Source: an optimization exercise on an open RTL-to-GDS flow (aim: small area, a short achievable clock period and few clock cycles per item). Production flows keep margins and buffers that such runs may drop.
Function was checked by simulation only, so behaviour that the tests miss may differ from the original.
Power and IR drop assume default switching activity.

==> flow/design.v <==
`timescale 1ns/1ps
package lc4_pkg;
    parameter int XLEN = 16;
    typedef logic [XLEN-1:0] word_t;
    typedef logic [2:0]      reg_idx_t;
    typedef logic [2:0]      nzp_t;
    typedef word_t           imm_t;
    localparam nzp_t NZP_NEG  = 3'b100;
    localparam nzp_t NZP_ZERO = 3'b010;
    localparam nzp_t NZP_POS  = 3'b001;
    typedef enum logic [3:0] {
        OPC_ARITH   = 4'b0001,
        OPC_LOGIC   = 4'b0101,
        OPC_CONST   = 4'b1001,
        OPC_HICONST = 4'b1101
    } opcode_e;
    typedef enum logic [3:0] {
        ALU_ADD,
        ALU_SUB,
        ALU_MUL,
        ALU_ADDI,
        ALU_AND,
        ALU_OR,
        ALU_XOR,
        ALU_NOT,
        ALU_ANDI,
        ALU_CONST,
        ALU_HICONST,
        ALU_NOP
    } alu_op_e;
endpackage
`timescale 1ns/1ps
module lc4_regfile
(
    input  logic        gwe,
    input  logic        i_arst_n,
    input  logic [7:0]  i_rs_hot,
    input  logic [7:0]  i_rt_hot,
    output logic [15:0] o_rs_data,
    output logic [15:0] o_rt_data,
    input  logic        i_we,
    input  logic [2:0]  i_wsel,
    input  logic [15:0] i_wdata
);
    logic [15:0] regs [8];
    logic [15:0] wdata;
    logic [7:0]  wen;
    always_comb begin
        o_rs_data = '0;
        o_rt_data = '0;
        for (int i = 0; i < 8; i++) begin
            o_rs_data = o_rs_data | (regs[i] & {16{i_rs_hot[i]}});
            o_rt_data = o_rt_data | (regs[i] & {16{i_rt_hot[i]}});
        end
    end
    assign wdata = i_wdata & {16{i_arst_n}};
    always_comb begin
        for (int i = 0; i < 8; i++) begin
            wen[i] = ~i_arst_n | (i_we & (i_wsel == 3'(i)));
        end
    end
    always_ff @(posedge gwe) begin
        for (int i = 0; i < 8; i++) begin
            if (wen[i]) begin
                regs[i] <= wdata;
            end
        end
    end
endmodule
`timescale 1ns/1ps
module lc4_decode
(
    input  logic [15:0] i_insn,
    output logic        o_we,
    output logic        o_mul,
    output logic        o_use_a,
    output logic        o_use_b
);
    logic arith;
    logic logic_op;
    assign arith    = (i_insn[15:12] == 4'b0001);
    assign logic_op = (i_insn[15:12] == 4'b0101);
    assign o_we     = (arith & (i_insn[5:3] != 3'b011)) | logic_op |
                      (i_insn[15:12] == 4'b1001) | (i_insn[15:12] == 4'b1101);
    assign o_mul    = arith & (i_insn[5:3] == 3'b001);
    assign o_use_a  = arith | logic_op;
    assign o_use_b  = (arith & ~i_insn[5]) |
                      (logic_op & ~i_insn[5] & (i_insn[4:3] != 2'b01)) |
                      (i_insn[15:12] == 4'b1101);
endmodule
`timescale 1ns/1ps
module insn_queue
(
    input  logic        gwe,
    input  logic        i_arst_n,
    input  logic        i_load,
    input  logic        i_valid,
    input  logic [15:0] i_insn,
    output logic        o_valid,
    output logic [15:0] o_insn,
    output logic [7:0]  o_rs_hot,
    output logic [7:0]  o_rt_hot,
    output logic [15:0] o_nx_insn,
    output logic [7:0]  o_nx_rs_hot,
    output logic [7:0]  o_nx_rt_hot,
    output logic [7:0]  o_in_rs_hot,
    output logic [7:0]  o_in_rt_hot
);
    logic [2:0] bsel;
    logic [7:0] rs_hot;
    logic [7:0] rt_hot;
    assign bsel = (i_insn[15:12] == 4'b1101) ? i_insn[11:9] : i_insn[2:0];
    always_ff @(posedge gwe or negedge i_arst_n) begin
        if (!i_arst_n) begin
            o_valid <= 1'b0;
        end else if (i_load) begin
            o_valid <= i_valid;
        end
    end
    always_comb begin
        for (int i = 0; i < 8; i++) begin
            rs_hot[i] = (i_insn[8:6] == 3'(i));
            rt_hot[i] = (bsel == 3'(i));
        end
    end
    assign o_in_rs_hot = rs_hot;
    assign o_in_rt_hot = rt_hot;
    assign o_nx_insn   = i_load ? i_insn : o_insn;
    assign o_nx_rs_hot = i_load ? rs_hot : o_rs_hot;
    assign o_nx_rt_hot = i_load ? rt_hot : o_rt_hot;
    always_ff @(posedge gwe) begin
        o_insn   <= o_nx_insn;
        o_rs_hot <= o_nx_rs_hot;
        o_rt_hot <= o_nx_rt_hot;
    end
endmodule
`timescale 1ns/1ps
module lc4_execute
(
    input  logic [15:0] i_insn,
    input  logic [15:0] i_a,
    input  logic [15:0] i_b,
    output logic [15:0] o_s,
    output logic [15:0] o_c
);
    logic        arith;
    logic        logic_op;
    logic        is_const;
    logic        is_hiconst;
    logic        is_sub;
    logic        is_not;
    logic        op_sum;
    logic        op_mul;
    logic        op_p;
    logic        op_g;
    logic [15:0] imm5;
    logic [15:0] immv;
    logic [15:0] y;
    logic [15:0] p;
    logic [15:0] g;
    logic [15:0] sum;
    logic [15:0] ms;
    logic [15:0] mc;
    assign arith      = (i_insn[15:14] == 2'b00);
    assign logic_op   = (i_insn[15:14] == 2'b01);
    assign is_const   = (i_insn[15:14] == 2'b10);
    assign is_hiconst = (i_insn[15:14] == 2'b11);
    assign is_sub     = arith & (i_insn[5:3] == 3'b010);
    assign is_not     = logic_op & (i_insn[5:3] == 3'b001);
    assign op_mul     = arith & (i_insn[5:3] == 3'b001);
    assign op_sum     = arith & ~op_mul;
    assign op_p       = logic_op & ~i_insn[5] & (i_insn[4:3] != 2'b00);
    assign op_g       = logic_op & (i_insn[5] | ~i_insn[3]);
    assign imm5 = {{11{i_insn[4]}}, i_insn[4:0]};
    assign immv = is_const ? {{7{i_insn[8]}}, i_insn[8:0]} : {i_insn[7:0], 8'h00};
    assign y = ((i_insn[5] ? imm5 : i_b) ^ {16{is_sub}}) | {16{is_not}};
    lc4_add16 u_add (.i_a(i_a), .i_b(y), .i_cin(is_sub), .o_sum(sum), .o_p(p), .o_g(g));
    lc4_mul16 u_mul (.i_a(i_a), .i_b(i_b), .o_s(ms), .o_c(mc));
    assign o_s = (sum & {16{op_sum}}) | (p & {16{op_p}}) | (g & {16{op_g}}) |
                 (ms & {16{op_mul}}) | (immv & {16{is_const | is_hiconst}}) |
                 ({8'h00, i_b[7:0]} & {16{is_hiconst}});
    assign o_c = mc & {16{op_mul}};
endmodule
module lc4_add16
(
    input  logic [15:0] i_a,
    input  logic [15:0] i_b,
    input  logic        i_cin,
    output logic [15:0] o_sum,
    output logic [15:0] o_p,
    output logic [15:0] o_g
);
    logic [15:0] p;
    logic [15:0] g;
    logic [15:0] gg;
    logic [15:0] pp;
    always_comb begin
        p  = i_a ^ i_b;
        g  = i_a & i_b;
        gg = g;
        pp = p;
        gg[0] = g[0] | (p[0] & i_cin);
        for (int l = 0; l < 4; l++) begin
            for (int i = (2 << l) - 1; i < 16; i += (2 << l)) begin
                gg[i] = gg[i] | (pp[i] & gg[i - (1 << l)]);
                pp[i] = pp[i] & pp[i - (1 << l)];
            end
        end
        for (int l = 2; l >= 0; l--) begin
            for (int i = (3 << l) - 1; i < 16; i += (2 << l)) begin
                gg[i] = gg[i] | (pp[i] & gg[i - (1 << l)]);
                pp[i] = pp[i] & pp[i - (1 << l)];
            end
        end
        o_sum = p ^ {gg[14:0], i_cin};
        o_p   = p;
        o_g   = g;
    end
endmodule
module lc4_mul16
(
    input  logic [15:0] i_a,
    input  logic [15:0] i_b,
    output logic [15:0] o_s,
    output logic [15:0] o_c
);
    logic one0;
    logic two0;
    logic neg0;
    logic pp1;
    logic pp2;
    logic pp3;
    logic pp4;
    logic pp5;
    logic pp6;
    logic pp7;
    logic pp8;
    logic pp9;
    logic pp10;
    logic pp11;
    logic pp12;
    logic pp13;
    logic pp14;
    logic pp15;
    logic pp16;
    logic one1;
    logic two1;
    logic neg1;
    logic pp17;
    logic pp18;
    logic pp19;
    logic pp20;
    logic pp21;
    logic pp22;
    logic pp23;
    logic pp24;
    logic pp25;
    logic pp26;
    logic pp27;
    logic pp28;
    logic pp29;
    logic pp30;
    logic one2;
    logic two2;
    logic neg2;
    logic pp31;
    logic pp32;
    logic pp33;
    logic pp34;
    logic pp35;
    logic pp36;
    logic pp37;
    logic pp38;
    logic pp39;
    logic pp40;
    logic pp41;
    logic pp42;
    logic one3;
    logic two3;
    logic neg3;
    logic pp43;
    logic pp44;
    logic pp45;
    logic pp46;
    logic pp47;
    logic pp48;
    logic pp49;
    logic pp50;
    logic pp51;
    logic pp52;
    logic one4;
    logic two4;
    logic neg4;
    logic pp53;
    logic pp54;
    logic pp55;
    logic pp56;
    logic pp57;
    logic pp58;
    logic pp59;
    logic pp60;
    logic one5;
    logic two5;
    logic neg5;
    logic pp61;
    logic pp62;
    logic pp63;
    logic pp64;
    logic pp65;
    logic pp66;
    logic one6;
    logic two6;
    logic neg6;
    logic pp67;
    logic pp68;
    logic pp69;
    logic pp70;
    logic one7;
    logic two7;
    logic neg7;
    logic pp71;
    logic pp72;
    logic s73;
    logic c74;
    logic s75;
    logic c76;
    logic s77;
    logic c78;
    logic s79;
    logic c80;
    logic s81;
    logic c82;
    logic s83;
    logic c84;
    logic s85;
    logic c86;
    logic s87;
    logic c88;
    logic s89;
    logic c90;
    logic s91;
    logic s92;
    logic s93;
    logic s94;
    logic c95;
    logic s96;
    logic c97;
    logic s98;
    logic c99;
    logic s100;
    logic c101;
    logic s102;
    logic c103;
    logic s104;
    logic c105;
    logic s106;
    logic c107;
    logic s108;
    logic c109;
    logic s110;
    logic c111;
    logic s112;
    logic c113;
    logic s114;
    logic c115;
    logic s116;
    logic c117;
    logic s118;
    logic c119;
    logic s120;
    logic c121;
    logic s122;
    logic c123;
    logic s124;
    logic c125;
    logic s126;
    logic s127;
    logic s128;
    logic c129;
    logic s130;
    logic c131;
    logic s132;
    logic c133;
    logic s134;
    logic c135;
    logic s136;
    logic c137;
    logic s138;
    logic c139;
    logic s140;
    logic c141;
    logic s142;
    logic c143;
    logic s144;
    logic c145;
    logic s146;
    logic c147;
    logic s148;
    logic c149;
    logic s150;
    logic s151;
    logic c152;
    logic s153;
    logic c154;
    logic s155;
    logic c156;
    logic s157;
    logic c158;
    logic s159;
    logic c160;
    logic s161;
    logic c162;
    logic s163;
    logic c164;
    logic s165;
    logic c166;
    logic s167;
    logic c168;
    logic s169;
    logic c170;
    logic s171;
    logic c172;
    logic s173;
    logic c174;
    logic s175;
    logic c176;
    logic s177;
    assign one0 = i_b[0] ^ 1'b0;
    assign two0 = (i_b[1] & ~i_b[0] & ~1'b0) | (~i_b[1] & i_b[0] & 1'b0);
    assign neg0 = i_b[1];
    assign pp1 = (one0 & i_a[0]) ^ neg0;
    assign pp2 = ((one0 & i_a[1]) | (two0 & i_a[0])) ^ neg0;
    assign pp3 = ((one0 & i_a[2]) | (two0 & i_a[1])) ^ neg0;
    assign pp4 = ((one0 & i_a[3]) | (two0 & i_a[2])) ^ neg0;
    assign pp5 = ((one0 & i_a[4]) | (two0 & i_a[3])) ^ neg0;
    assign pp6 = ((one0 & i_a[5]) | (two0 & i_a[4])) ^ neg0;
    assign pp7 = ((one0 & i_a[6]) | (two0 & i_a[5])) ^ neg0;
    assign pp8 = ((one0 & i_a[7]) | (two0 & i_a[6])) ^ neg0;
    assign pp9 = ((one0 & i_a[8]) | (two0 & i_a[7])) ^ neg0;
    assign pp10 = ((one0 & i_a[9]) | (two0 & i_a[8])) ^ neg0;
    assign pp11 = ((one0 & i_a[10]) | (two0 & i_a[9])) ^ neg0;
    assign pp12 = ((one0 & i_a[11]) | (two0 & i_a[10])) ^ neg0;
    assign pp13 = ((one0 & i_a[12]) | (two0 & i_a[11])) ^ neg0;
    assign pp14 = ((one0 & i_a[13]) | (two0 & i_a[12])) ^ neg0;
    assign pp15 = ((one0 & i_a[14]) | (two0 & i_a[13])) ^ neg0;
    assign pp16 = ((one0 & i_a[15]) | (two0 & i_a[14])) ^ neg0;
    assign one1 = i_b[2] ^ i_b[1];
    assign two1 = (i_b[3] & ~i_b[2] & ~i_b[1]) | (~i_b[3] & i_b[2] & i_b[1]);
    assign neg1 = i_b[3];
    assign pp17 = (one1 & i_a[0]) ^ neg1;
    assign pp18 = ((one1 & i_a[1]) | (two1 & i_a[0])) ^ neg1;
    assign pp19 = ((one1 & i_a[2]) | (two1 & i_a[1])) ^ neg1;
    assign pp20 = ((one1 & i_a[3]) | (two1 & i_a[2])) ^ neg1;
    assign pp21 = ((one1 & i_a[4]) | (two1 & i_a[3])) ^ neg1;
    assign pp22 = ((one1 & i_a[5]) | (two1 & i_a[4])) ^ neg1;
    assign pp23 = ((one1 & i_a[6]) | (two1 & i_a[5])) ^ neg1;
    assign pp24 = ((one1 & i_a[7]) | (two1 & i_a[6])) ^ neg1;
    assign pp25 = ((one1 & i_a[8]) | (two1 & i_a[7])) ^ neg1;
    assign pp26 = ((one1 & i_a[9]) | (two1 & i_a[8])) ^ neg1;
    assign pp27 = ((one1 & i_a[10]) | (two1 & i_a[9])) ^ neg1;
    assign pp28 = ((one1 & i_a[11]) | (two1 & i_a[10])) ^ neg1;
    assign pp29 = ((one1 & i_a[12]) | (two1 & i_a[11])) ^ neg1;
    assign pp30 = ((one1 & i_a[13]) | (two1 & i_a[12])) ^ neg1;
    assign one2 = i_b[4] ^ i_b[3];
    assign two2 = (i_b[5] & ~i_b[4] & ~i_b[3]) | (~i_b[5] & i_b[4] & i_b[3]);
    assign neg2 = i_b[5];
    assign pp31 = (one2 & i_a[0]) ^ neg2;
    assign pp32 = ((one2 & i_a[1]) | (two2 & i_a[0])) ^ neg2;
    assign pp33 = ((one2 & i_a[2]) | (two2 & i_a[1])) ^ neg2;
    assign pp34 = ((one2 & i_a[3]) | (two2 & i_a[2])) ^ neg2;
    assign pp35 = ((one2 & i_a[4]) | (two2 & i_a[3])) ^ neg2;
    assign pp36 = ((one2 & i_a[5]) | (two2 & i_a[4])) ^ neg2;
    assign pp37 = ((one2 & i_a[6]) | (two2 & i_a[5])) ^ neg2;
    assign pp38 = ((one2 & i_a[7]) | (two2 & i_a[6])) ^ neg2;
    assign pp39 = ((one2 & i_a[8]) | (two2 & i_a[7])) ^ neg2;
    assign pp40 = ((one2 & i_a[9]) | (two2 & i_a[8])) ^ neg2;
    assign pp41 = ((one2 & i_a[10]) | (two2 & i_a[9])) ^ neg2;
    assign pp42 = ((one2 & i_a[11]) | (two2 & i_a[10])) ^ neg2;
    assign one3 = i_b[6] ^ i_b[5];
    assign two3 = (i_b[7] & ~i_b[6] & ~i_b[5]) | (~i_b[7] & i_b[6] & i_b[5]);
    assign neg3 = i_b[7];
    assign pp43 = (one3 & i_a[0]) ^ neg3;
    assign pp44 = ((one3 & i_a[1]) | (two3 & i_a[0])) ^ neg3;
    assign pp45 = ((one3 & i_a[2]) | (two3 & i_a[1])) ^ neg3;
    assign pp46 = ((one3 & i_a[3]) | (two3 & i_a[2])) ^ neg3;
    assign pp47 = ((one3 & i_a[4]) | (two3 & i_a[3])) ^ neg3;
    assign pp48 = ((one3 & i_a[5]) | (two3 & i_a[4])) ^ neg3;
    assign pp49 = ((one3 & i_a[6]) | (two3 & i_a[5])) ^ neg3;
    assign pp50 = ((one3 & i_a[7]) | (two3 & i_a[6])) ^ neg3;
    assign pp51 = ((one3 & i_a[8]) | (two3 & i_a[7])) ^ neg3;
    assign pp52 = ((one3 & i_a[9]) | (two3 & i_a[8])) ^ neg3;
    assign one4 = i_b[8] ^ i_b[7];
    assign two4 = (i_b[9] & ~i_b[8] & ~i_b[7]) | (~i_b[9] & i_b[8] & i_b[7]);
    assign neg4 = i_b[9];
    assign pp53 = (one4 & i_a[0]) ^ neg4;
    assign pp54 = ((one4 & i_a[1]) | (two4 & i_a[0])) ^ neg4;
    assign pp55 = ((one4 & i_a[2]) | (two4 & i_a[1])) ^ neg4;
    assign pp56 = ((one4 & i_a[3]) | (two4 & i_a[2])) ^ neg4;
    assign pp57 = ((one4 & i_a[4]) | (two4 & i_a[3])) ^ neg4;
    assign pp58 = ((one4 & i_a[5]) | (two4 & i_a[4])) ^ neg4;
    assign pp59 = ((one4 & i_a[6]) | (two4 & i_a[5])) ^ neg4;
    assign pp60 = ((one4 & i_a[7]) | (two4 & i_a[6])) ^ neg4;
    assign one5 = i_b[10] ^ i_b[9];
    assign two5 = (i_b[11] & ~i_b[10] & ~i_b[9]) | (~i_b[11] & i_b[10] & i_b[9]);
    assign neg5 = i_b[11];
    assign pp61 = (one5 & i_a[0]) ^ neg5;
    assign pp62 = ((one5 & i_a[1]) | (two5 & i_a[0])) ^ neg5;
    assign pp63 = ((one5 & i_a[2]) | (two5 & i_a[1])) ^ neg5;
    assign pp64 = ((one5 & i_a[3]) | (two5 & i_a[2])) ^ neg5;
    assign pp65 = ((one5 & i_a[4]) | (two5 & i_a[3])) ^ neg5;
    assign pp66 = ((one5 & i_a[5]) | (two5 & i_a[4])) ^ neg5;
    assign one6 = i_b[12] ^ i_b[11];
    assign two6 = (i_b[13] & ~i_b[12] & ~i_b[11]) | (~i_b[13] & i_b[12] & i_b[11]);
    assign neg6 = i_b[13];
    assign pp67 = (one6 & i_a[0]) ^ neg6;
    assign pp68 = ((one6 & i_a[1]) | (two6 & i_a[0])) ^ neg6;
    assign pp69 = ((one6 & i_a[2]) | (two6 & i_a[1])) ^ neg6;
    assign pp70 = ((one6 & i_a[3]) | (two6 & i_a[2])) ^ neg6;
    assign one7 = i_b[14] ^ i_b[13];
    assign two7 = (i_b[15] & ~i_b[14] & ~i_b[13]) | (~i_b[15] & i_b[14] & i_b[13]);
    assign neg7 = i_b[15];
    assign pp71 = (one7 & i_a[0]) ^ neg7;
    assign pp72 = ((one7 & i_a[1]) | (two7 & i_a[0])) ^ neg7;
    assign s73 = pp11 ^ pp25;
    assign c74 = pp11 & pp25;
    assign s75 = pp12 ^ pp26;
    assign c76 = pp12 & pp26;
    assign s77 = pp13 ^ pp27 ^ pp39;
    assign c78 = (pp13 & pp27) | (pp13 & pp39) | (pp27 & pp39);
    assign s79 = pp49 ^ pp57;
    assign c80 = pp49 & pp57;
    assign s81 = pp14 ^ pp28 ^ pp40;
    assign c82 = (pp14 & pp28) | (pp14 & pp40) | (pp28 & pp40);
    assign s83 = pp50 ^ pp58;
    assign c84 = pp50 & pp58;
    assign s85 = pp15 ^ pp29 ^ pp41;
    assign c86 = (pp15 & pp29) | (pp15 & pp41) | (pp29 & pp41);
    assign s87 = pp51 ^ pp59 ^ pp65;
    assign c88 = (pp51 & pp59) | (pp51 & pp65) | (pp59 & pp65);
    assign s89 = pp69 ^ pp71;
    assign c90 = pp69 & pp71;
    assign s91 = pp16 ^ pp30 ^ pp42;
    assign s92 = pp52 ^ pp60 ^ pp66;
    assign s93 = pp70 ^ pp72;
    assign s94 = pp7 ^ pp21;
    assign c95 = pp7 & pp21;
    assign s96 = pp8 ^ pp22;
    assign c97 = pp8 & pp22;
    assign s98 = pp9 ^ pp23 ^ pp35;
    assign c99 = (pp9 & pp23) | (pp9 & pp35) | (pp23 & pp35);
    assign s100 = pp45 ^ pp53;
    assign c101 = pp45 & pp53;
    assign s102 = pp10 ^ pp24 ^ pp36;
    assign c103 = (pp10 & pp24) | (pp10 & pp36) | (pp24 & pp36);
    assign s104 = pp46 ^ pp54;
    assign c105 = pp46 & pp54;
    assign s106 = s73 ^ pp37 ^ pp47;
    assign c107 = (s73 & pp37) | (s73 & pp47) | (pp37 & pp47);
    assign s108 = pp55 ^ pp61 ^ neg5;
    assign c109 = (pp55 & pp61) | (pp55 & neg5) | (pp61 & neg5);
    assign s110 = s75 ^ pp38 ^ pp48;
    assign c111 = (s75 & pp38) | (s75 & pp48) | (pp38 & pp48);
    assign s112 = pp56 ^ pp62 ^ c74;
    assign c113 = (pp56 & pp62) | (pp56 & c74) | (pp62 & c74);
    assign s114 = s77 ^ s79 ^ pp63;
    assign c115 = (s77 & s79) | (s77 & pp63) | (s79 & pp63);
    assign s116 = pp67 ^ neg6 ^ c76;
    assign c117 = (pp67 & neg6) | (pp67 & c76) | (neg6 & c76);
    assign s118 = s81 ^ s83 ^ pp64;
    assign c119 = (s81 & s83) | (s81 & pp64) | (s83 & pp64);
    assign s120 = pp68 ^ c78 ^ c80;
    assign c121 = (pp68 & c78) | (pp68 & c80) | (c78 & c80);
    assign s122 = s85 ^ s87 ^ s89;
    assign c123 = (s85 & s87) | (s85 & s89) | (s87 & s89);
    assign s124 = neg7 ^ c82 ^ c84;
    assign c125 = (neg7 & c82) | (neg7 & c84) | (c82 & c84);
    assign s126 = s91 ^ s92 ^ s93;
    assign s127 = c86 ^ c88 ^ c90;
    assign s128 = pp5 ^ pp19;
    assign c129 = pp5 & pp19;
    assign s130 = pp6 ^ pp20;
    assign c131 = pp6 & pp20;
    assign s132 = s94 ^ pp33 ^ pp43;
    assign c133 = (s94 & pp33) | (s94 & pp43) | (pp33 & pp43);
    assign s134 = s96 ^ pp34 ^ pp44;
    assign c135 = (s96 & pp34) | (s96 & pp44) | (pp34 & pp44);
    assign s136 = s98 ^ s100 ^ neg4;
    assign c137 = (s98 & s100) | (s98 & neg4) | (s100 & neg4);
    assign s138 = s102 ^ s104 ^ c99;
    assign c139 = (s102 & s104) | (s102 & c99) | (s104 & c99);
    assign s140 = s106 ^ s108 ^ c103;
    assign c141 = (s106 & s108) | (s106 & c103) | (s108 & c103);
    assign s142 = s110 ^ s112 ^ c107;
    assign c143 = (s110 & s112) | (s110 & c107) | (s112 & c107);
    assign s144 = s114 ^ s116 ^ c111;
    assign c145 = (s114 & s116) | (s114 & c111) | (s116 & c111);
    assign s146 = s118 ^ s120 ^ c115;
    assign c147 = (s118 & s120) | (s118 & c115) | (s120 & c115);
    assign s148 = s122 ^ s124 ^ c119;
    assign c149 = (s122 & s124) | (s122 & c119) | (s124 & c119);
    assign s150 = s126 ^ s127 ^ c123;
    assign s151 = pp3 ^ pp17;
    assign c152 = pp3 & pp17;
    assign s153 = pp4 ^ pp18;
    assign c154 = pp4 & pp18;
    assign s155 = s128 ^ pp31 ^ neg2;
    assign c156 = (s128 & pp31) | (s128 & neg2) | (pp31 & neg2);
    assign s157 = s130 ^ pp32 ^ c129;
    assign c158 = (s130 & pp32) | (s130 & c129) | (pp32 & c129);
    assign s159 = s132 ^ neg3 ^ c131;
    assign c160 = (s132 & neg3) | (s132 & c131) | (neg3 & c131);
    assign s161 = s134 ^ c95 ^ c133;
    assign c162 = (s134 & c95) | (s134 & c133) | (c95 & c133);
    assign s163 = s136 ^ c97 ^ c135;
    assign c164 = (s136 & c97) | (s136 & c135) | (c97 & c135);
    assign s165 = s138 ^ c101 ^ c137;
    assign c166 = (s138 & c101) | (s138 & c137) | (c101 & c137);
    assign s167 = s140 ^ c105 ^ c139;
    assign c168 = (s140 & c105) | (s140 & c139) | (c105 & c139);
    assign s169 = s142 ^ c109 ^ c141;
    assign c170 = (s142 & c109) | (s142 & c141) | (c109 & c141);
    assign s171 = s144 ^ c113 ^ c143;
    assign c172 = (s144 & c113) | (s144 & c143) | (c113 & c143);
    assign s173 = s146 ^ c117 ^ c145;
    assign c174 = (s146 & c117) | (s146 & c145) | (c117 & c145);
    assign s175 = s148 ^ c121 ^ c147;
    assign c176 = (s148 & c121) | (s148 & c147) | (c121 & c147);
    assign s177 = s150 ^ c125 ^ c149;
    assign o_s[0] = pp1;
    assign o_c[0] = neg0;
    assign o_s[1] = pp2;
    assign o_c[1] = 1'b0;
    assign o_s[2] = s151;
    assign o_c[2] = neg1;
    assign o_s[3] = s153;
    assign o_c[3] = c152;
    assign o_s[4] = s155;
    assign o_c[4] = c154;
    assign o_s[5] = s157;
    assign o_c[5] = c156;
    assign o_s[6] = s159;
    assign o_c[6] = c158;
    assign o_s[7] = s161;
    assign o_c[7] = c160;
    assign o_s[8] = s163;
    assign o_c[8] = c162;
    assign o_s[9] = s165;
    assign o_c[9] = c164;
    assign o_s[10] = s167;
    assign o_c[10] = c166;
    assign o_s[11] = s169;
    assign o_c[11] = c168;
    assign o_s[12] = s171;
    assign o_c[12] = c170;
    assign o_s[13] = s173;
    assign o_c[13] = c172;
    assign o_s[14] = s175;
    assign o_c[14] = c174;
    assign o_s[15] = s177;
    assign o_c[15] = c176;
endmodule
`timescale 1ns/1ps
module lc4_core
(
    input  logic        gwe,
    input  logic        i_arst_n,
    input  logic        i_insn_valid,
    input  logic [15:0] i_insn,
    output logic        o_insn_ready,
    output logic        o_ret_valid,
    input  logic        i_ret_ready,
    output logic [15:0] o_ret_insn,
    output logic        o_ret_we,
    output logic [2:0]  o_ret_wsel,
    output logic [15:0] o_ret_data,
    output logic [2:0]  o_ret_nzp
);
    logic        x_valid;
    logic [15:0] x_insn;
    logic [7:0]  x_rs_hot;
    logic [7:0]  x_rt_hot;
    logic [7:0]  y_rd_hot;
    logic [7:0]  x_rd_hot;
    logic [7:0]  xn_rs_hot;
    logic [7:0]  xn_rt_hot;
    logic [15:0] xn_insn;
    logic [7:0]  in_rs_hot;
    logic [7:0]  in_rt_hot;
    logic        in_use_a;
    logic        in_use_b;
    logic        h_xi_a;
    logic        h_xi_b;
    logic        h_yi_a;
    logic        h_yi_b;
    logic        h_yx_a;
    logic        h_yx_b;
    logic        x_go;
    logic        byp_a_f;
    logic        byp_b_f;
    logic        stall_f;
    logic        byp_a_h;
    logic        byp_b_h;
    logic        stall_h;
    logic        byp_a;
    logic        byp_b;
    logic        x_we;
    logic        x_mul;
    logic        x_use_a;
    logic        x_use_b;
    logic [15:0] rf_a;
    logic [15:0] rf_b;
    logic [15:0] a;
    logic [15:0] b;
    logic [15:0] x_s;
    logic [15:0] x_c;
    logic        stall;
    logic        y_free;
    logic        x_fire;
    logic        y_valid;
    logic [15:0] y_insn;
    logic [15:0] y_s;
    logic [15:0] y_c;
    logic        y_fwd;    
    logic        y_mw;     
    logic [15:0] y_sum;
    logic        y_zero;
    assign y_free       = ~y_valid | i_ret_ready;
    assign x_fire       = x_valid & y_free & ~stall;
    assign o_insn_ready = ~x_valid | (y_free & ~stall);
    insn_queue u_in (
        .gwe      (gwe),
        .i_arst_n (i_arst_n),
        .i_load   (o_insn_ready),
        .i_valid  (i_insn_valid),
        .i_insn   (i_insn),
        .o_valid  (x_valid),
        .o_insn   (x_insn),
        .o_rs_hot (x_rs_hot),
        .o_rt_hot (x_rt_hot),
        .o_nx_insn   (xn_insn),
        .o_nx_rs_hot (xn_rs_hot),
        .o_nx_rt_hot (xn_rt_hot),
        .o_in_rs_hot (in_rs_hot),
        .o_in_rt_hot (in_rt_hot)
    );
    lc4_decode u_idec (
        .i_insn  (i_insn),
        .o_we    (),
        .o_mul   (),
        .o_use_a (in_use_a),
        .o_use_b (in_use_b)
    );
    lc4_decode u_xdec (
        .i_insn  (x_insn),
        .o_we    (x_we),
        .o_mul   (x_mul),
        .o_use_a (x_use_a),
        .o_use_b (x_use_b)
    );
    lc4_regfile u_rf (
        .gwe       (gwe),
        .i_arst_n  (i_arst_n),
        .i_rs_hot  (x_rs_hot),
        .i_rt_hot  (x_rt_hot),
        .o_rs_data (rf_a),
        .o_rt_data (rf_b),
        .i_we      (y_valid & i_ret_ready & (y_fwd | y_mw)),
        .i_wsel    (y_insn[11:9]),
        .i_wdata   (y_sum)
    );
    always_comb begin
        for (int i = 0; i < 8; i++) begin
            y_rd_hot[i] = (y_insn[11:9] == 3'(i));
            x_rd_hot[i] = (x_insn[11:9] == 3'(i));
        end
    end
    assign h_xi_a = |(x_rd_hot & in_rs_hot);
    assign h_xi_b = |(x_rd_hot & in_rt_hot);
    assign h_yi_a = |(y_rd_hot & in_rs_hot);
    assign h_yi_b = |(y_rd_hot & in_rt_hot);
    assign h_yx_a = |(y_rd_hot & x_rs_hot);
    assign h_yx_b = |(y_rd_hot & x_rt_hot);
    assign x_go    = x_valid & ~stall;
    assign byp_a_f = x_go & x_we & ~x_mul & h_xi_a;
    assign byp_b_f = x_go & x_we & ~x_mul & h_xi_b;
    assign stall_f = x_go & x_mul & ((h_xi_a & in_use_a) | (h_xi_b & in_use_b));
    assign byp_a_h = y_fwd & (x_valid ? h_yx_a : h_yi_a);
    assign byp_b_h = y_fwd & (x_valid ? h_yx_b : h_yi_b);
    assign stall_h = y_mw & (x_valid ? ((h_yx_a & x_use_a) | (h_yx_b & x_use_b))
                                     : ((h_yi_a & in_use_a) | (h_yi_b & in_use_b)));
    always_ff @(posedge gwe) begin
        byp_a <= y_free ? byp_a_f : byp_a_h;
        byp_b <= y_free ? byp_b_f : byp_b_h;
    end
    always_ff @(posedge gwe or negedge i_arst_n) begin
        if (!i_arst_n) begin
            stall <= 1'b0;
        end else begin
            stall <= y_free ? stall_f : stall_h;
        end
    end
    assign a = byp_a ? y_s : rf_a;
    assign b = byp_b ? y_s : rf_b;
    lc4_execute u_alu (
        .i_insn (x_insn),
        .i_a    (a),
        .i_b    (b),
        .o_s    (x_s),
        .o_c    (x_c)
    );
    always_ff @(posedge gwe or negedge i_arst_n) begin
        if (!i_arst_n) begin
            y_valid <= 1'b0;
            y_fwd   <= 1'b0;
            y_mw    <= 1'b0;
        end else if (y_free) begin
            y_valid <= x_fire;
            y_fwd   <= x_fire & x_we & ~x_mul;
            y_mw    <= x_fire & x_mul;
        end
    end
    always_ff @(posedge gwe) begin
        if (y_free) begin
            y_insn <= x_insn;
            y_s    <= x_s;
            y_c    <= x_c;
        end
    end
    lc4_add16 u_cpa (.i_a(y_s), .i_b(y_c), .i_cin(1'b0), .o_sum(y_sum), .o_p(), .o_g());
    assign y_zero = &(~(y_s ^ y_c ^ {y_s[14:0] | y_c[14:0], 1'b0}));
    assign o_ret_valid = y_valid;
    assign o_ret_insn  = y_insn;
    assign o_ret_we    = y_fwd | y_mw;
    assign o_ret_wsel  = y_insn[11:9];
    assign o_ret_data  = y_sum;
    assign o_ret_nzp   = {y_sum[15], y_zero, ~y_sum[15] & ~y_zero};
endmodule
==> flow/run.sh <==
#!/bin/bash
# synth_recipe.tcl (not shown) runs the flow's synth.tcl, then flattens the netlist and writes it again
# the make line also repeats each setting of config.mk as NAME=value (left out here)
make -C /OpenROAD-flow-scripts/flow DESIGN_CONFIG=/design/flow/config.mk WORK_HOME=/design/flow/orfs CLKGATE_MAP_FILE= SYNTH_SCRIPT=/design/flow/synth_recipe.tcl finish
==> flow/config.mk <==
export PLATFORM = sky130hd
export DESIGN_NAME = lc4_core
export DESIGN_NICKNAME = lc4_core
export VERILOG_FILES = /design/flow/design.v
export SDC_FILE = /design/flow/constraint.sdc
export NUM_CORES = 4
export LEC_CHECK = 0
export ABC_AREA = 1
export CAP_MARGIN = 20
export CORE_MARGIN = 2
export CORE_UTILIZATION = 40
export PLACE_DENSITY = 0.6
export SETUP_SLACK_MARGIN = 3.5
export SLEW_MARGIN = 20
export TNS_END_PERCENT = 0
==> flow/constraint.sdc <==
create_clock -name core_clock -period 8.2 [get_ports {gwe}]
set_input_delay 1.6400 -clock core_clock [delete_from_list [all_inputs] [get_ports {gwe}]]
set_output_delay 1.6400 -clock core_clock [all_outputs]
set_load 0.01 [all_outputs]
==> results of run 1 <==
-- layout make-up --
class	instances	area, sq um	area share, %
Multi-Input combinational cell	1231	7800	42.8
Sequential cell	214	6390	35.1
Timing Repair Buffer	187	1580	8.69
Inverter	215	845	4.64
Clock buffer	27	654	3.59
Tap cell	468	586	3.22
Clock inverter	21	347	1.90
Timing Repair inverter	1	7.51	0.0412
-- logic make-up (layout without fill, tap and decap cells) --
family / Yosys count / in the layout / share of synthesized area, %
xor+xnor: 83 / 83 / 4.86
simple gates: 799 / 799 / 22.2
buf+inv: 287 / 451 / 8.17
compound gates: 243 / 243 / 10.8
flops: 214 / 214 / 42.6
fa+ha+maj: 106 / 106 / 11.3
-- worst paths after layout --
check / start / to / slack, ns / depth (start not counted)
setup / recovery: y_s[4] / o_ret_data[11] / 3.28 / 13
hold / removal: u_in.o_insn[12] / y_insn[12] / 0.46 / 0
setup reg to reg: u_in.o_rs_hot[3] / y_s[14] / 3.29 / 16
hold reg to reg: u_in.o_insn[12] / y_insn[12] / 0.46 / 0
max in group asynchronous: i_arst_n / y_fwd / 6.19 / 1
min in group asynchronous: i_arst_n / u_in.o_valid / 1.54 / 1
-- flip-flops by register name (all words and copies together) (netlist names) --
signal         cells
u_rf.regs        128
byp_a              1
u_in.o_rs_hot      8
byp_b              1
y_valid            1
u_in.o_rt_hot      8
y_mw               1
u_in.o_valid       1
y_s               16
u_in.o_insn       16
y_fwd              1
y_insn            16
stall              1
y_c               15
-- metal layers --
metal | part of all wire (%) | global-route usage (%) | routed length [um] | vias to the layer above
li1 | - | - | - | 6110
met1 | 41 | 36.3 | 20900 | 6414
met2 | 45 | 41.4 | 23000 | 742
met3 | 9.9 | 3.65 | 5090 | 137
met4 | 4.2 | 8.77 | 2150 | 0
met5 | 0 | 0 | 0 | -
-- report_power, final --
part / switching [mW] / internal [mW] / total [mW]
Sequential: 0.158 / 1.55 / 1.70
Combinational: 3.50 / 2.26 / 5.76
Clock: 0.478 / 0.839 / 1.32
Total: 4.14 / 4.64 / 8.78
-- synth_stat cells (5+ instances only) --
| library cell | count | area share (%) |
|---|---|---|
| a211oi_1 | 6 | 0.30 |
| a21o_1 | 7 | 0.35 |
| a21oi_1 | 43 | 1.4 |
| a221oi_1 | 17 | 0.99 |
| a22o_1 | 5 | 0.29 |
| a22oi_1 | 16 | 0.80 |
| a31oi_1 | 5 | 0.21 |
| buf_2 | 35 | 1.2 |
| buf_4 | 9 | 0.45 |
| buf_6 | 9 | 0.68 |
| clkbuf_1 | 16 | 0.40 |
| dfrtp_1 | 5 | 0.84 |
| edfxtp_1 | 207 | 42 |
| fa_1 | 49 | 6.6 |
| ha_1 | 57 | 4.8 |
| inv_1 | 208 | 5.2 |
| inv_2 | 5 | 0.13 |
| nand2_1 | 503 | 13 |
| nand3_1 | 93 | 3.1 |
| nand4_1 | 8 | 0.33 |
| nor2_1 | 119 | 3.0 |
| nor2_2 | 5 | 0.21 |
| nor3_1 | 39 | 1.3 |
| o2111ai_1 | 11 | 0.64 |
| o21a_1 | 7 | 0.35 |
| o21ai_0 | 42 | 1.4 |
| o22ai_1 | 56 | 2.3 |
| o311ai_0 | 7 | 0.41 |
| or2_2 | 10 | 0.42 |
| xnor2_1 | 18 | 1.1 |
| xor2_1 | 65 | 3.8 |
-- per-stage QoR --
stage | hold WS (ns) | power, mW
after CTS | 0.452 | 8.53
after floorplan | 0.426 | 5.26
after global placement | 0.429 | 6.97
after detailed placement | 0.441 | 7.07
after global routing | 0.460 | 9.49
final | 0.455 | 8.78
-- what timing repair did --
action / CTS / global route
gates cloned: 0 / 2
buffers inserted: 53 / 53
endpoints found under the setup margin: 34 / 29
pin swaps: 13 / 44
gates resized for setup: 65 / 92
-- cell usage in the layout (no fill, tap or decap), types with 8 or more instances in the layout --
master             n
nor3_1            34
clkinvlp_4         9
nand3_1           93
o22ai_1           52
xnor2_1           17
inv_2             13
edfxtp_1         207
nor2_1           107
a22oi_1           11
o2111ai_1         10
buf_4            121
a221oi_1          16
a21oi_1           40
nand2_2           13
ha_1              53
inv_1            189
nand4_1            8
or2_2             10
nand2_4           12
o21ai_0           30
clkdlybuf4s50_1   51
nor2_2            11
nor2_4             8
fa_1              45
bufinv_16          8
clkbuf_16         27
nand2_1          484
o21ai_2            8
xor2_1            63
==> reports/metrics.cfg, run 1 <==
[run_status]
status = no timing/DRC/antenna violations

[clock_network]
clk_latency_ns = 0.56
cts_tree = done
cts_buffer_depth = 3
clock_sink_count = 214
cts-root-buf = clkbuf_16
htree_levels = 1
clk_pin_slew_ns = 0.06
cts_buffers = 26
ctsHoldBuffers = 0

[setup_path]
cp.arrival_ns = 3.28
setup.worst_path.class = reg -> out
cp-end-kind = output port
cp_num_buf_inv = 4
cpMaxStageDelayCell = edfxtp_1
crit_chain = inv_1 > ha_1 > nand2_1 > nor2_2 > a221oi_4 > nor2_1 > a211oi_2 > buf_4 > buf_4 > fa_1 > or2_2 > nand2_1 > dlygate4sd2_1
max_stage_delay_ns = 0.42
cp-start-kind = flop
crit_path_max_fanout = 4
crit_required_ns = 6.56
critPathTopFamily = adder cells

[pwr]
ir_worst_vdd_mv = 0.353
p_leak_nw = 8.00
p_per_area_nw_per_um2 = 482

[global_routing]
grt_pass1_vias = 12500
grt_usage_pct = 25.9
antenna_found_initial = 0
grt_max_degree = 49
grt_pass1_wl_um = 75900
overflow = 0

[routing]
drtAntennaViolNets = 0
routed_wl_um = 51100
drc = 0
routed_via_density = 5.67
drt-pass1-iter-count = 6
vias = 13400
wire_per_inst_um = 21.6
drt_iter0_drc = 1366

[timing]
setup_slack_ns = 3.28
timing.setup.tns_ns = 0
period_needed_ns = 4.92
rsz0062_at_grt = yes
finClkSkew_ns = 0.0203
hold_viol_final = 0
slew_headroom_pct = 23.1
setup_viol = 0
final-max-slew-violation-count = 0
worst_pin_slew_ns = 1.15
fin_crit_sh_pct = 60.0
fmax_mhz = 203

[final_layout]
area_delta_synth_final_pct = 21.7
n_antenna_cell = 0
finalNetCount = 2002
drive_gt1_share_pct = 16.6
fill_cells = 3362
fin_cells = 2364
design_area_sq_um = 18200
final_util_pct = 49.6

[yosys]
synth_cells = 1732
async_flop_share_pct = 2.34
syn_nets = 1858
synth_area_sq_um = 15000
yosysWarnings = 5
postSynthAreaPerCell_sq_um = 8.64
ys.flop_type = edfxtp_1
yosys_register_bits = 214
yosysUniqueCellTypes = 53
yosysSeqAreaShare_pct = 42.6
synth_edf_count = 207

[die]
dieArea_sq_um = 39000
io_pins = 61
rows = 70
die_h_um = 197
core_sq_um = 36700
start_util_pct = 40.8
die_w_um = 197

[placed_design]
place_area_sq_um = 15900
placed_cells = 2208
preCtsSetupSlack_ns = 2.10
place.gp.congestion = 0.975
io_buffers = 60
post-dp-hpwl_um = 35800

[min_path]
min_path_type = reg -> reg

[run]
cap_violations = 0

Testbench counts, summed over its fixed seeds: cycles 16,336, items 16,000.
==> run 2, diff against run 1 <==
--- a/flow/config.mk
+++ b/flow/config.mk
@@ -11,5 +11,5 @@
 export CORE_UTILIZATION = 40
 export PLACE_DENSITY = 0.6
-export SETUP_SLACK_MARGIN = 3.5
+export SETUP_SLACK_MARGIN = 4.5
 export SLEW_MARGIN = 20
 export TNS_END_PERCENT = 0
==> run 2 against run 1 <==
  * Sequential cell count did not move
  * Via count fell by 1.8%
  * Combinational power fell by 3.5%
  * Setup slack got worse by 0.039 ns
  * First-iteration DRC count rose by 18%
  * Maximum frequency fell by 0.79%
  * Clock-buffer cell count rose by 6
  * Sequential share of layout area rose by 1.2 points
  * Global-route usage barely moved
  * Critical path depth fell by 6
  * Critical endpoint is now o_insn_ready
  * Sequential power barely moved
  * Utilization fell by 1.6 points
==> reports/metrics.cfg, run 2 <==
[run_status]
status = no timing/DRC/antenna violations

[setup_path]
r2r_cells = 17  ; +1
startpoint = i_ret_ready
cp.arrival_ns = 3.32  ; +0.04 ns
reg2reg_slack_ns = 3.26  ; -0.03 ns
crit_required_ns = 6.56  ; about the same
cp-end-kind = output port
cp-start-kind = primary input
crit_path_max_fanout = 17  ; +13
reg2reg_from = u_in.o_rs_hot[3]
setup.worst_path.class = in -> out
regToRegEndpoint = y_s[14]
worstSetupEndpoint = o_insn_ready

[timing]
finClkSkew_ns = 0.0249  ; +0.00460 ns
final-max-slew-violation-count = 0  ; unchanged
hold_viol_final = 0  ; unchanged
timing.setup.tns_ns = 0  ; unchanged
hold_slack_ns = 0.456  ; +0.000623 ns
fin_crit_sh_pct = 60.5  ; +0.48 points
setup_viol = 0  ; unchanged
fmax_mhz = 202  ; -0.79%
period_needed_ns = 4.96  ; +0.0391 ns
slew_headroom_pct = 35.0  ; +12 points
rsz0062_at_grt = yes
worst_pin_slew_ns = 0.968  ; -0.185 ns

[min_path]
min_path_type = reg -> reg

[die]
core_sq_um = 36700  ; unchanged
die_w_um = 197  ; unchanged
rows = 70  ; unchanged
die_h_um = 197  ; unchanged
dieArea_sq_um = 39000  ; unchanged
io_pins = 61  ; unchanged
start_util_pct = 40.8  ; unchanged

[routing]
routed_via_density = 5.65  ; -0.27%
vias = 13200  ; -1.8%
drt-pass1-iter-count = 7  ; +1
routed_wl_um = 50900  ; -0.50%
drtAntennaViolNets = 0  ; unchanged
wire_per_inst_um = 21.9  ; +1.1%
drt_iter0_drc = 1611  ; +18%
drc = 0  ; unchanged

[pwr]
seq_power_share_pct = 20.5  ; +1.1 points
p_leak_nw = 7.70  ; -3.7%
switchingPower_mw = 4.03  ; -2.5%
p_per_area_nw_per_um2 = 475  ; -1.5%
total_power_mw = 8.36  ; -4.7%
ir_worst_vdd_mv = 0.373  ; +5.6%
p_clk_share_pct = 13.0  ; -2.0 points
swShare_pct = 48.2  ; +1.1 points
combPwrFrac_pct = 66.5  ; +0.9 points
p_int_mw = 4.33  ; -6.7%

[clock_network]
cts_buffers = 24  ; -7.7%
cts_tree = done
cts-root-buf = clkbuf_16
htree_levels = 1  ; unchanged
clk_pin_slew_ns = 0.06  ; about the same
cts_buffer_depth = 3  ; unchanged
clk_latency_ns = 0.54  ; -0.02 ns
clock_sink_count = 214  ; unchanged

[yosys]
yosys-top-cells-count = 503 x nand2_1, 208 x inv_1, 207 x edfxtp_1, 119 x nor2_1, 93 x nand3_1
syn_nets = 1858  ; unchanged
synth_cells = 1732  ; unchanged
yosysMostFrequentCell = nand2_1
synth_top_cell_by_area = edfxtp_1
yosysSeqAreaShare_pct = 42.6  ; unchanged
synth_edf_count = 207  ; unchanged
synth_top_area_share_pct = 41.5  ; unchanged
postSynthAreaPerCell_sq_um = 8.64  ; unchanged
synth_area_leaders = edfxtp_1 42%, nand2_1 13%, fa_1 6.6%
yosys_register_bits = 214  ; unchanged
synth_area_sq_um = 15000  ; unchanged
ys.flop_type = edfxtp_1
async_flop_share_pct = 2.34  ; unchanged
yosysWarnings = 5  ; unchanged
yosysUniqueCellTypes = 53  ; unchanged

[final_layout]
area_delta_synth_final_pct = 17.7
final_util_pct = 48.0  ; -1.6 points
final_cell_mix = 491 x nand2_1, 207 x edfxtp_1, 194 x inv_1
design_area_sq_um = 17600  ; -3.3%
final-seq-area_sq_um = 6380  ; about the same
final_common_cell = nand2_1
drive_gt1_share_pct = 12.6  ; -4.0 points
largest_register_ffs = 128  ; unchanged
multiInputGateArea_sq_um = 7650  ; -2.0%
fill_cells = 3405  ; +1.3%
finalNetCount = 1967  ; -1.7%
regMostFlops = u_rf.regs
n_antenna_cell = 0  ; unchanged

[global_routing]
antenna_found_initial = 2  ; +2
grt_usage_pct = 26.0  ; +0.032 points
grt_max_degree = 49  ; unchanged
grt_pass1_wl_um = 75500  ; -0.46%
overflow = 0  ; unchanged
grt_pass1_vias = 12700  ; +1.6%

[placed_design]
place_area_sq_um = 16000  ; +0.50%
post-dp-hpwl_um = 37000  ; +3.1%
io_buffers = 60  ; unchanged
place.gp.congestion = 1.02  ; +4.2%

[run]
cap_violations = 0  ; unchanged

[run 2: cell counts after synthesis]
Identical to the previous run, type by type.
[run 2: routing by layer]
layer,share of wire [%],up-vias,global-route usage [%]
met5,0.16,-,0
met3,10,145,4.99
met2,44,750,40.8
met1,40,6225,35.1
met4,4.9,6,11.0
li1,-,6032,-
[run 2: layout make-up]
cell class | instances | share of cell area [%]
Sequential cell | 214 | 36.3
Timing Repair Buffer | 155 | 7.75
Clock inverter | 11 | 0.845
Tap cell | 468 | 3.32
Clock buffer | 33 | 3.60
Inverter | 215 | 4.80
Multi-Input combinational cell | 1231 | 43.4
[run 2: what timing repair did]
item / CTS / global route
pin swaps: 11 / 3
cloned: 1 / 0
hold buffers: 0 / 0
setup endpoints to repair: 60 / 150
buffers inserted: 57 / 16
resized for setup: 76 / 17
[run 2: kinds of logic after synthesis]
logic type / count (synthesis) / share of synthesized area [%]
and+or+nand+nor: 799 / 22.2
buffers and inverters: 287 / 8.17
AOI/OAI and AO/OA: 243 / 10.8
DFF: 214 / 42.6
adders and majority gates: 106 / 11.3
xor gates and xnor gates: 83 / 4.86
[run 2: worst min path at each step]
stage | start | slack [ns] | cells after the start | end
2_1_floorplan | u_in.o_insn[0] | 0.43 | 0 | y_insn[0]
3_3_place_gp | u_in.o_insn[12] | 0.43 | 0 | y_insn[12]
3_5_place_dp | u_in.o_insn[13] | 0.45 | 0 | y_insn[13]
4_1_cts | u_in.o_insn[13] | 0.45 | 0 | y_insn[13]
5_1_grt | u_in.o_insn[13] | 0.46 | 0 | y_insn[13]
6_report | u_in.o_insn[13] | 0.46 | 0 | y_insn[13]
[run 2: metrics by stage]
step	instances	setup WS (ns)
3_3_place_gp	2209	2.41
5_1_grt	2327	3.08
6_report	2327	3.24
4_1_cts	2311	3.24
3_5_place_dp	2209	2.43
2_1_floorplan	1732	3.93
[run 2: power by group through the flow]
stage	Combinational, mW	Sequential [mW]	Clock (mW)
floorplan	3.62	1.66	0
global placement	5.27	1.75	0
detailed placement	5.31	1.75	0
CTS	5.47	1.71	1.10
global route	6.12	1.74	1.14
finish	5.56	1.71	1.08
[run 2: critical path, stage by stage]
cell and delay (ns):
clkdlybuf4s50_1 0.44, nor2_1 0.30, nor2_1 0.12, inv_1 0.08
nand2_2 0.08, buf_12 0.18, clkdlybuf4s50_1 0.48
==> run 3, diff against run 2 <==
--- a/flow/config.mk
+++ b/flow/config.mk
@@ -11,5 +11,5 @@
 export CORE_UTILIZATION = 40
 export PLACE_DENSITY = 0.6
-export SETUP_SLACK_MARGIN = 4.5
+export SETUP_SLACK_MARGIN = 3.0
 export SLEW_MARGIN = 20
 export TNS_END_PERCENT = 0
==> run 3 against run 2 <==
  * Via count decreased by 0.36%
  * Non-clock buffer count shrank 26
  * Die area unchanged
  * Combinational power shrank 1%
  * Critical endpoint is now y_s[12]
  * Utilization shrank 0.47 points
  * Still clean
  * Global-route usage shrank 0.13 points
  * Largest cell class unchanged
  * First-iteration DRC count decreased by 15%
  * Synthesized cell count stayed put
  * Design area shrank 0.98%
  * Cell count is 0.95% lower
  * Critical path depth is 11 higher
  * Maximum frequency down 6.0%
==> reports/metrics.cfg, run 3 <==
[setup_path]
cp-end-kind = flop
cp_num_buf_inv = 4  ; unchanged
crit_chain = nand2_1 > nand2_1 > a21oi_1 > nand3_1 > nand2_2 > inv_2 > nand2_1 > o22ai_1 > xor2_1 > inv_1 > fa_1 > inv_1 > fa_1 > inv_1 > fa_1 > fa_1 > o21ai_0 > a211o_1
crit_top_cell = fa_1
critPathTopFamily = adder cells
cpMaxStageDelayCell = fa_1
max_stage_delay_ns = 0.56  ; +0.08 ns
reg2reg_from = u_in.o_rt_hot[4]
regToRegEndpoint = y_s[12]
setup.worst_path.class = reg -> reg
reg2reg_slack_ns = 2.92  ; -0.34 ns
cp.arrival_ns = 5.57  ; +2.25 ns
crit_path_max_fanout = 18  ; +1
r2r_cells = 18  ; +1
crit_required_ns = 8.49  ; +1.93 ns
crit_cells = 18  ; +11
cp-start-kind = flop

[clock_network]
clk_pin_slew_ns = 0.06  ; about the same
cts-root-buf = clkbuf_16
htree_levels = 1  ; unchanged
clock_sink_count = 214  ; unchanged
cts_buffers = 26  ; +8.3%
cts_tree = done
clk_latency_ns = 0.56  ; +0.02 ns
cts_buffer_depth = 3  ; unchanged

[routing]
wl_met2_um = 22600  ; +0.18%
top_layer = met4
wire_per_inst_um = 21.7  ; -0.56%
drc = 0  ; unchanged
drt-pass1-iter-count = 6  ; -1
routed_wl_um = 50100  ; -1.5%
routed_via_density = 5.69  ; +0.59%
drtAntennaViolNets = 0  ; unchanged
wl_met1_um = 21100  ; +3.0%
met3_length_um = 4670  ; -12%
vias = 13100  ; -0.36%
drt_iter0_drc = 1371  ; -15%

[global_routing]
grt_max_degree = 49  ; unchanged
antenna_found_initial = 0  ; -2
grt_pass1_wl_um = 75500  ; about the same
grt_usage_pct = 25.8  ; -0.13 points
overflow = 0  ; unchanged
grt_pass1_vias = 12500  ; -2.1%

[yosys]
postSynthAreaPerCell_sq_um = 8.64  ; unchanged
yosysSeqAreaShare_pct = 42.6  ; unchanged
ys.flop_type = edfxtp_1
yosys-top-cells-count = 503 x nand2_1, 208 x inv_1, 207 x edfxtp_1, 119 x nor2_1, 93 x nand3_1
synth_top_area_share_pct = 41.5  ; unchanged
synth_cells = 1732  ; unchanged
synth_area_sq_um = 15000  ; unchanged
yosys_register_bits = 214  ; unchanged
syn_nets = 1858  ; unchanged
synth_area_leaders = edfxtp_1 42%, nand2_1 13%, fa_1 6.6%
async_flop_share_pct = 2.34  ; unchanged
synth_top_cell_by_area = edfxtp_1
yosysUniqueCellTypes = 53  ; unchanged
yosysWarnings = 5  ; unchanged
synth_edf_count = 207  ; unchanged
yosysMostFrequentCell = nand2_1

[min_path]
whs_path_depth = 0  ; unchanged
min_path_type = reg -> reg
hp-start = u_in.o_insn[12]
min_to = y_insn[12]

[timing]
hold_viol_final = 0  ; unchanged
worst_pin_slew_ns = 1.16  ; +0.195 ns
setup_slack_ns = 2.92  ; -0.319 ns
timing.setup.tns_ns = 0  ; unchanged
slew_headroom_pct = 22.5  ; -13 points
setup_viol = 0  ; unchanged
hold_slack_ns = 0.451  ; -0.00549 ns
finClkSkew_ns = 0.0229  ; -0.00201 ns
final-max-slew-violation-count = 0  ; unchanged
rsz0062_at_grt = yes
period_needed_ns = 5.28  ; +0.319 ns
fin_crit_sh_pct = 64.4  ; +3.9 points
fmax_mhz = 189  ; -6.0%

[die]
start_util_pct = 40.8  ; unchanged
die_w_um = 197  ; unchanged
io_pins = 61  ; unchanged
rows = 70  ; unchanged
dieArea_sq_um = 39000  ; unchanged
die_h_um = 197  ; unchanged
core_sq_um = 36700  ; unchanged

[final_layout]
fin_cells = 2305  ; -0.95%
fill_cells = 3426  ; +0.62%
drive_gt1_share_pct = 9.96  ; -2.6 points
final_util_pct = 47.5  ; -0.47 points
final_cell_mix = 498 x nand2_1, 207 x edfxtp_1, 205 x inv_1
finalNetCount = 1943  ; -1.2%
regMostFlops = u_rf.regs
final_common_cell = nand2_1
design_area_sq_um = 17400  ; -0.98%
n_antenna_cell = 0  ; unchanged
largest_register_ffs = 128  ; unchanged
area_delta_synth_final_pct = 16.5

[pwr]
ir_worst_vdd_mv = 0.358  ; -4.0%
total_power_mw = 8.52  ; +1.8%
p_leak_nw = 7.67  ; -0.47%
p_per_area_nw_per_um2 = 488  ; +2.9%

[run]
cap_violations = 0  ; unchanged

[placed_design]
placed_cells = 2208  ; -0.045%
io_buffers = 60  ; unchanged
post-dp-hpwl_um = 35800  ; -3.0%
preCtsSetupSlack_ns = 2.10  ; -0.336 ns
place_area_sq_um = 15900  ; -0.50%
place.gp.congestion = 0.975  ; -4.0%

[run_status]
status = no timing/DRC/antenna violations

[run 3: cell counts after synthesis]
No cell type changed its count.
[run 3: logic make-up after synthesis]
group / count (synthesis) / share of synthesized area (%)
AO/OA/AOI/OAI: 243 / 10.8
flip-flops: 214 / 42.6
adder cells (fa/ha/maj): 106 / 11.3
buffers and inverters: 287 / 8.17
XOR/XNOR: 83 / 4.86
AND/OR/NAND/NOR: 799 / 22.2
[run 3: power by group]
| part | total, mW | leakage, nW | switching (mW) | internal (mW) |
|---|---|---|---|---|
| clock network | 1.32 | 0.478 | 0.479 | 0.839 |
| registers | 1.70 | 2.21 | 0.159 | 1.55 |
| logic | 5.49 | 4.98 | 3.38 | 2.11 |
[run 3: worst reg2reg max path, stage by stage (launching register included)]
cell and delay [ns]:
edfxtp_1 0.45, nand2_1 0.08, nand2_1 0.07, a21oi_1 0.04, nand3_1 0.15, nand2_2 0.18, inv_2 0.42, nand2_1 0.47
o22ai_1 0.32, xor2_1 0.17, inv_1 0.08, fa_1 0.56, inv_1 0.06, fa_1 0.53, inv_1 0.06, fa_1 0.50
fa_1 0.55, o21ai_0 0.08, a211o_1 0.26
[run 3: layer usage]
metal,GRT usage (%),vias to the layer above
li1,-,5992
met1,36.3,6291
met2,41.3,709
met3,3.36,118
met4,8.69,0
met5,0,-
[run 3: cell type report]
cell class | instances | area (sq um) | share of cell area (%)
Sequential cell | 214 | 6380 | 36.6
Clock inverter | 21 | 347 | 1.99
Inverter | 215 | 815 | 4.67
Timing Repair Buffer | 129 | 1130 | 6.49
Clock buffer | 27 | 654 | 3.75
Multi-Input combinational cell | 1231 | 7520 | 43.1
Tap cell | 468 | 586 | 3.36
[run 3: worst max path at each step]
| stage | startpoint | to | slack (ns) |
|---|---|---|---|
| global placement | byp_b | y_s[12] | 2.24 |
| detailed placement | byp_b | y_s[12] | 2.10 |
| finish | u_in.o_rt_hot[4] | y_s[12] | 2.92 |
| CTS | y_c[3] | o_ret_nzp[0] | 2.85 |
| floorplan | y_s[3] | o_ret_nzp[0] | 3.64 |
| global route | u_in.o_rt_hot[3] | y_s[15] | 2.74 |
[run 3: what timing repair did]
| item | 4_1_cts | 5_1_grt |
|---|---|---|
| endpoints found under the hold margin | 0 | 0 |
| hold buffers | 0 | 0 |
| pin swaps | 5 | 3 |
| endpoints found under the setup margin | 26 | 16 |
| gates resized for setup | 22 | 19 |
| setup buffers | 43 | 6 |
==> run 4, diff against run 3 <==
--- a/flow/config.mk
+++ b/flow/config.mk
@@ -11,5 +11,5 @@
 export CORE_UTILIZATION = 40
 export PLACE_DENSITY = 0.6
-export SETUP_SLACK_MARGIN = 3.0
+export SETUP_SLACK_MARGIN = 4.0
 export SLEW_MARGIN = 20
 export TNS_END_PERCENT = 0
==> run 4 against run 3 <==
  * Largest cell class unchanged
  * Clock power fell by 18%
  * Critical path depth fell by 11
  * Via count rose by 0.37%
  * Critical endpoint is now o_insn_ready
==> reports/metrics.cfg, run 4 <==
[yosys]
synth_top_area_share_pct = 41.5  ; unchanged
ys.flop_type = edfxtp_1
async_flop_share_pct = 2.34  ; unchanged
yosysUniqueCellTypes = 53  ; unchanged
yosys-top-cells-count = 503 x nand2_1, 208 x inv_1, 207 x edfxtp_1, 119 x nor2_1, 93 x nand3_1
synth_area_leaders = edfxtp_1 42%, nand2_1 13%, fa_1 6.6%
synth_area_sq_um = 15000  ; unchanged
synth_edf_count = 207  ; unchanged
yosysWarnings = 5  ; unchanged
yosys_register_bits = 214  ; unchanged
postSynthAreaPerCell_sq_um = 8.64  ; unchanged
synth_cells = 1732  ; unchanged
yosysSeqAreaShare_pct = 42.6  ; unchanged
yosysMostFrequentCell = nand2_1
synth_top_cell_by_area = edfxtp_1
syn_nets = 1858  ; unchanged

[setup_path]
cp-end-kind = output port
crit_required_ns = 6.56  ; -1.93 ns
cp-start-kind = primary input
crit_path_max_fanout = 17  ; -1
setup.worst_path.class = in -> out
cp.arrival_ns = 3.32  ; -2.25 ns

[placed_design]
place.gp.congestion = 1.02  ; +4.2%
post-dp-hpwl_um = 37000  ; +3.1%
io_buffers = 60  ; unchanged

[pwr]
p_leak_nw = 7.70  ; +0.47%
total_power_mw = 8.36  ; -1.8%
p_per_area_nw_per_um2 = 475  ; -2.8%
ir_worst_vdd_mv = 0.373  ; +4.2%

[die]
start_util_pct = 40.8  ; unchanged
die_w_um = 197  ; unchanged
dieArea_sq_um = 39000  ; unchanged
io_pins = 61  ; unchanged
die_h_um = 197  ; unchanged
core_sq_um = 36700  ; unchanged
rows = 70  ; unchanged

[timing]
hold_viol_final = 0  ; unchanged
timing.setup.tns_ns = 0  ; unchanged
rsz0062_at_grt = yes
fmax_mhz = 202  ; +6.4%
fin_crit_sh_pct = 60.5  ; -3.9 points
slew_headroom_pct = 35.0  ; +13 points
worst_pin_slew_ns = 0.968  ; -0.195 ns
finClkSkew_ns = 0.0249  ; +0.00201 ns
period_needed_ns = 4.96  ; -0.319 ns
setup_viol = 0  ; unchanged
final-max-slew-violation-count = 0  ; unchanged

[run]
cap_violations = 0  ; unchanged

[final_layout]
n_antenna_cell = 0  ; unchanged
final-seq-area_sq_um = 6380  ; unchanged
largest_register_ffs = 128  ; unchanged
final_common_cell = nand2_1
area_delta_synth_final_pct = 17.7
regMostFlops = u_rf.regs
multiInputGateArea_sq_um = 7650  ; +1.7%
final_cell_mix = 491 x nand2_1, 207 x edfxtp_1, 194 x inv_1
fill_cells = 3405  ; -0.61%
drive_gt1_share_pct = 12.6  ; +2.6 points
finalNetCount = 1967  ; +1.2%

[global_routing]
grt_pass1_vias = 12700  ; +2.1%
grt_max_degree = 49  ; unchanged
overflow = 0  ; unchanged
grt_pass1_wl_um = 75500  ; about the same
antenna_found_initial = 2  ; +2
grt_usage_pct = 26.0  ; +0.13 points

[routing]
drtAntennaViolNets = 0  ; unchanged
drt_iter0_drc = 1611  ; +18%
drc = 0  ; unchanged
routed_wl_um = 50900  ; +1.5%
vias = 13200  ; +0.37%
drt-pass1-iter-count = 7  ; +1
routed_via_density = 5.65  ; -0.58%
wire_per_inst_um = 21.9  ; +0.56%

[clock_network]
cts-root-buf = clkbuf_16
clock_sink_count = 214  ; unchanged
clk_latency_ns = 0.54  ; -0.02 ns
htree_levels = 1  ; unchanged
cts_buffer_depth = 3  ; unchanged
clk_pin_slew_ns = 0.06  ; about the same
ctsHoldBuffers = 0  ; unchanged
cts_buffers = 24  ; -7.7%
cts_tree = done

[run_status]
status = no timing/DRC/antenna violations

[min_path]
min_path_type = reg -> reg

-- run 4: worst max-delay path, stage by stage --
cell and delay (ns):
clkdlybuf4s50_1 0.44, nor2_1 0.30, nor2_1 0.12, inv_1 0.08, nand2_2 0.08, buf_12 0.18
clkdlybuf4s50_1 0.48
-- run 4: layout make-up --
cell class / count / share of cell area [%]
multi-input combinational: 1231 / 43.4
sequential: 214 / 36.3
timing repair buffer: 155 / 7.75
inverter: 215 / 4.80
clock buffer: 33 / 3.60
tap: 468 / 3.32
clock inverter: 11 / 0.845
-- run 4: worst paths after layout --
kind | startpoint | end | slack (ns) | cells past startpoint
min in group asynchronous | i_arst_n | y_fwd | 1.64 | 1
worst max register to register | u_in.o_rs_hot[3] | y_s[14] | 3.26 | 17
max in group asynchronous | i_arst_n | y_mw | 6.00 | 1
worst min-delay path | u_in.o_insn[13] | y_insn[13] | 0.46 | 0
worst max-delay path | i_ret_ready | o_insn_ready | 3.24 | 7
worst min register to register | u_in.o_insn[13] | y_insn[13] | 0.46 | 0
-- run 4: metal layers --
layer,share of wire (%),GRT usage [%],vias to the layer above
li1,-,-,6032
met1,40,35.1,6225
met2,44,40.8,750
met3,10,4.99,145
met4,4.9,11.0,6
met5,0.16,0,-
-- run 4: where the power goes --
group / switching (mW) / leakage (nW) / internal [mW] / total [mW]
Combinational: 3.42 / 5.12 / 2.14 / 5.56
Clock: 0.445 / 0.376 / 0.640 / 1.08
Sequential: 0.167 / 2.21 / 1.55 / 1.71
-- run 4: what timing repair did --
| item | 4_1_cts | 5_1_grt |
|---|---|---|
| gates cloned | 1 | 0 |
| setup buffers | 57 | 16 |
| endpoints found under the setup margin | 38 | 39 |
| gates resized for setup | 76 | 17 |
| pin swaps | 11 | 3 |
-- run 4: metrics by stage --
stage	area, sq um	hold slack [ns]	util (%)	instances	setup WS, ns
final	17600	0.456	48.0	2327	3.24
after global routing	17600	0.464	48.0	2327	3.08
after CTS	17400	0.453	47.4	2311	3.24
after detailed placement	16000	0.447	43.5	2209	2.43
after global placement	16000	0.433	43.5	2209	2.41
after floorplan	15100	0.426	-	1732	3.93
-- run 4: logic make-up after synthesis --
logic type / after synthesis / share of synthesized area [%]
adders and majority gates: 106 / 11.3
DFF: 214 / 42.6
xor gates and xnor gates: 83 / 4.86
buffers and inverters: 287 / 8.17
AOI/OAI and AO/OA: 243 / 10.8
and+or+nand+nor: 799 / 22.2

re-timing with driven ports:
The flow's constraints put no driver on any port. The routed layouts listed below were extracted and timed again, unchanged, in two steps.
Step 1, drivers: a clkbuf_16 drives gwe and a buf_2 each remaining input, both assumed.
Step 2 also shifts input and output timing later by t, the mid clock arrival at the registers, as if the neighbouring blocks saw the same clock.
Three values: ideal ports, drivers, drivers and shift; two values: the first two.
| run | t, ns | setup WS [ns] | worst setup path after step 2 | clock arrival spread, ns | worst data-port slew with drivers (ns) |
|---|---|---|---|---|---|
| run 1 | 0.597 | 3.278 / 3.226 / 3.291 | register to register | 0.020 / 0.021 | 0.03 |
| run 2 | 0.573 | 3.239 / 3.192 / 3.216 | input to output | 0.026 / 0.026 | 0.04 |
| run 3 | 0.597 | 2.920 / 2.920 / 2.920 | register to register | 0.023 / 0.023 | 0.03 |
| run 4 | 0.573 | 3.239 / 3.192 / 3.216 | input to output | 0.026 / 0.026 | 0.04 |
After both steps setup and hold are still met in every run listed.
